What follows belongs to an exercise in optimizing a design on an open flow for small area, a short achievable clock period and few clock cycles; a production flow would make more cautious choices. At most, simulation tests tie the RTL to the original design; equivalence was not proved. Power and IR drop assume default switching activity.

Design cache_top, start of the top module:
module cache_top (
  input  logic        Clock,
  input  logic        reset,
  input  logic        psel,
  input  logic        penable,
  input  logic        pwrite,
  input  logic [7:0]  paddr,
  input  logic [31:0] pwdata,
  output logic [31:0] prdata,
  output logic        pready,
  output logic        pslverr
);
==> flow/config.mk <==
export PLATFORM = sky130hd
export DESIGN_NAME = cache_top
export DESIGN_NICKNAME = cache_top
export VERILOG_FILES = /design/flow/design.v
export SDC_FILE = /design/flow/constraint.sdc
export NUM_CORES = 4
export LEC_CHECK = 0
export CAP_MARGIN = 20
export CORE_MARGIN = 2
export CORE_UTILIZATION = 50
export SETUP_SLACK_MARGIN = 4.4
export SLEW_MARGIN = 20
export TNS_END_PERCENT = 5
==> flow/constraint.sdc <==
create_clock -name core_clock -period 9.0 [get_ports {Clock}]
set_input_delay 1.8000 -clock core_clock [delete_from_list [all_inputs] [get_ports {Clock}]]
set_output_delay 1.8000 -clock core_clock [all_outputs]
set_load 0.01 [all_outputs]
standard.sh (not shown) runs the stock make flow with config.mk's settings and CLKGATE_MAP_FILE= SYNTH_SCRIPT=/design/flow/synth_recipe.tcl, a recipe that flattens the netlist after the stock synthesis.
==> flow/flow/run.sh <==
#!/bin/bash
# Standard layout, with two changes: the clock tree is built from larger sink
# clusters without dummy loads, and the slow 4:1 mux and 3x2-input AOI cells
# are added to the platform's don't-use list (synthesis otherwise puts them on
# the bus read-data path). make's output goes to flow_make.log; each step's
# own log is under orfs/logs.
set -euo pipefail
export CTS_ARGS="-sink_clustering_enable -repair_clock_nets -sink_clustering_size 30 -sink_clustering_max_diameter 80 -dont_use_dummy_load"
PLATFORM_DONT_USE=$(make -s -C "$FLOW_HOME" DESIGN_CONFIG="$PWD/config.mk" WORK_HOME="$PWD/orfs" print-DONT_USE_CELLS | sed -n 's/^DONT_USE_CELLS: //p')
EXTRA="sky130_fd_sc_hd__mux4_1 sky130_fd_sc_hd__mux4_2 sky130_fd_sc_hd__mux4_4 sky130_fd_sc_hd__a222oi_1"
echo "DONT_USE_CELLS: $PLATFORM_DONT_USE $EXTRA" > dont_use.log
bash standard.sh "DONT_USE_CELLS=$PLATFORM_DONT_USE $EXTRA" finish > flow_make.log 2>&1
Rerun with:
--- a/flow/design.v
+++ b/flow/design.v
@@ -56,16 +56,17 @@
   logic [LINES-1:0][(32 - ($clog2(16)) - ($clog2(64)))-1:0]  line_tag;
   logic [LINES-1:0][1:0]                  line_st;     
   logic [16-1:0][2:0][1:0]       set_lru;     
   logic [32-1:0]            addr_q;
   logic [4:0][16-1:0]        cnt;
   logic [3:0]      lk_match;    
   logic [3:0][1:0] lk_st;
   logic [2:0][1:0] lk_lru;
+  logic [3:0]      lk_fill;     
   logic [1:0]      lk_probe;    
   function automatic logic [3:0] fill_way(input logic [3:0][1:0] st, input logic [1:0] lru0);
     logic [3:0] inv;
     for (int w = 0; w < 4; w++)
       inv[w] = (st[w] == 2'b00);
     if (inv[0])      fill_way = 4'b0001;
     else if (inv[1]) fill_way = 4'b0010;
     else if (inv[2]) fill_way = 4'b0100;
@@ -74,18 +75,16 @@
   endfunction
   logic [3:0]       n_set;
   logic [21:0]      n_tag;
   logic [15:0]      n_sel;
   logic [3:0][21:0] n_tagw;
   logic [3:0][1:0]  n_st;
   logic [2:0][1:0]  n_lru;
   logic [3:0]       n_match;
-  logic [3:0]       n_eq;
-  logic [1:0]       n_probe;
   assign n_set = pwdata[9:6];
   assign n_tag = pwdata[31:10];
   always_comb
   begin
     for (int s = 0; s < 16; s++)
       n_sel[s] = (n_set == s[3:0]);
     n_tagw = '0;
     n_st   = '0;
@@ -94,36 +93,30 @@
     begin
       for (int w = 0; w < 4; w++)
       begin
         n_tagw[w] = n_tagw[w] | ({22{n_sel[s]}} & line_tag[s*4 + w]);
         n_st[w]   = n_st[w]   | ({2{n_sel[s]}} & line_st[s*4 + w]);
       end
       n_lru = n_lru | ({6{n_sel[s]}} & set_lru[s]);
     end
-    n_probe = 2'b00;
-    for (int w = 0; w < 4; w++)
-    begin
-      n_eq[w]    = (n_tagw[w] == n_tag);
-      n_match[w] = (n_st[w] != 2'b00) && n_eq[w];
-      n_probe    = n_probe | ({2{n_eq[w]}} & n_st[w]);
-    end
-    n_probe = ~n_probe;   
+    for (int w = 0; w < 4; w++)
+      n_match[w] = (n_st[w] != 2'b00) && (n_tagw[w] == n_tag);
   end
   logic       hit;
   logic [3:0] way_oh;
   logic [1:0] cur_st, new_st;    
   logic       update;
   logic [3:0] set_q;
   logic [1:0] s0, s1, s2, mru;
   logic [2:0][1:0] new_lru;
   logic [3:0][1:0] upd_st;
   assign set_q  = addr_q[9:6];
   assign hit    = |lk_match;
-  assign way_oh = hit ? lk_match : fill_way(lk_st, s0);
+  assign way_oh = hit ? lk_match : lk_fill;
   always_comb
   begin
     cur_st = 2'b00;
     for (int w = 0; w < 4; w++)
       if (way_oh[w])
         cur_st = cur_st | lk_st[w];
   end
   assign s0  = lk_lru[0] ^ 2'd0;
@@ -184,37 +177,41 @@
   end
   always_ff @(posedge Clock or posedge reset)
   begin
     if (reset)
     begin
       lk_match <= '0;
       lk_st    <= '0;
       lk_lru   <= '0;
+      lk_fill  <= 4'b0001;
       lk_probe <= cache_line_pkg::INVALID;
     end
     else if (wr_addr)
     begin
       lk_match <= n_match;
       lk_st    <= n_st;
       lk_lru   <= n_lru;
-      lk_probe <= n_probe;
+      lk_fill  <= fill_way(n_st, n_lru[0]);
+      lk_probe <= probe_of(n_match, n_st);
     end
     else if (do_cmd && is_clr)
     begin
       lk_match <= '0;
       lk_st    <= '0;
       lk_lru   <= '0;
+      lk_fill  <= 4'b0001;
       lk_probe <= cache_line_pkg::INVALID;
     end
     else if (do_cmd && update)
     begin
       lk_match <= is_rdwr ? way_oh : 4'b0;
       lk_st    <= upd_st;
       lk_lru   <= new_lru;
+      lk_fill  <= fill_way(upd_st, new_lru[0]);
       lk_probe <= ~new_st;   
     end
   end
   for (genvar e = 0; e < LINES; e++)
   begin : g_line
     localparam int W = e % 4;
     localparam logic [3:0] S = e / 4;
     always_ff @(posedge Clock)
@@ -239,16 +236,24 @@
       if (reset)
         set_lru[s] <= '0;
       else if (do_cmd && is_clr)
         set_lru[s] <= '0;
       else if (do_cmd && update && set_q == s[3:0])
         set_lru[s] <= new_lru;
     end
   end
+  function automatic logic [1:0] probe_of(input logic [3:0] match, input logic [3:0][1:0] st);
+    logic [1:0] p;
+    p = 2'b00;
+    for (int w = 0; w < 4; w++)
+      if (match[w])
+        p = p | st[w];
+    probe_of = ~p;   
+  endfunction
   logic r_addr, r_probe, r_cnt4;
   logic [3:0] r_cnt;
   assign r_cnt4   = paddr[5];
   assign r_addr   = !paddr[5] && !paddr[4] && !paddr[3];
   assign r_probe  = !paddr[4] && paddr[3];
   assign r_cnt[0] = paddr[4] && !paddr[3] && !paddr[2];
   assign r_cnt[1] = paddr[4] && !paddr[3] && paddr[2];
   assign r_cnt[2] = paddr[4] && paddr[3] && !paddr[2];
Effect: The changed run finished with timing, DRC and antenna clean. Clock skew shrinks by 0.013 ns. Design area barely changes. Sequential power is about the same. Worst hold slack improves by 0.011 ns. Total power grows by 0.73%. Combinational power barely changes. Non-clock buffer count shrinks by 19. Die area grows by 1.2%. Sequential cell count grows by 4. Critical path depth grows by 1. Synthesized cell count grows by 1.7%. Wire length grows by 6.4%. Via count grows by 2.9%. Worst setup slack improves by 0.061 ns.
Testbench counts after the change, summed over its fixed seeds: cycles 17,704.
For the first run of this note, only the layout was checked, not whether the RTL still works.

## port drivers added, routing unchanged
No port has a modelled driver above. Below, the same layouts with a new extraction and two added sets of constraints.
Step 1 sets driving cells, clkbuf_16 on the clock port and buf_2 on the other inputs (assumed; they add their load-dependent delay and slew).
Step 2 times the ports against the registers' clock, not the clock port: input delays grow and output delays shrink by t, the midpoint of the rising clock arrivals with the driver on.
Three values: ideal, step 1, step 2; two values: the first two.
run | t, ns | slack for setup (ns) | worst setup path at the end | slew at the worst register clock pin (ns) | worst slew at a driven data input, ns
the first run | 0.797 | 4.115 / 3.874 / 3.076 | input to register | 0.12 / 0.12 | 0.45
the second run | 0.835 | 4.177 / 4.112 / 3.370 | input to register | 0.12 / 0.12 | 0.31
After both steps every run listed still meets setup and hold. The setup slack of the first run, which loses most, moves by -0.241 ns with the drivers and by -1.039 ns with both steps.
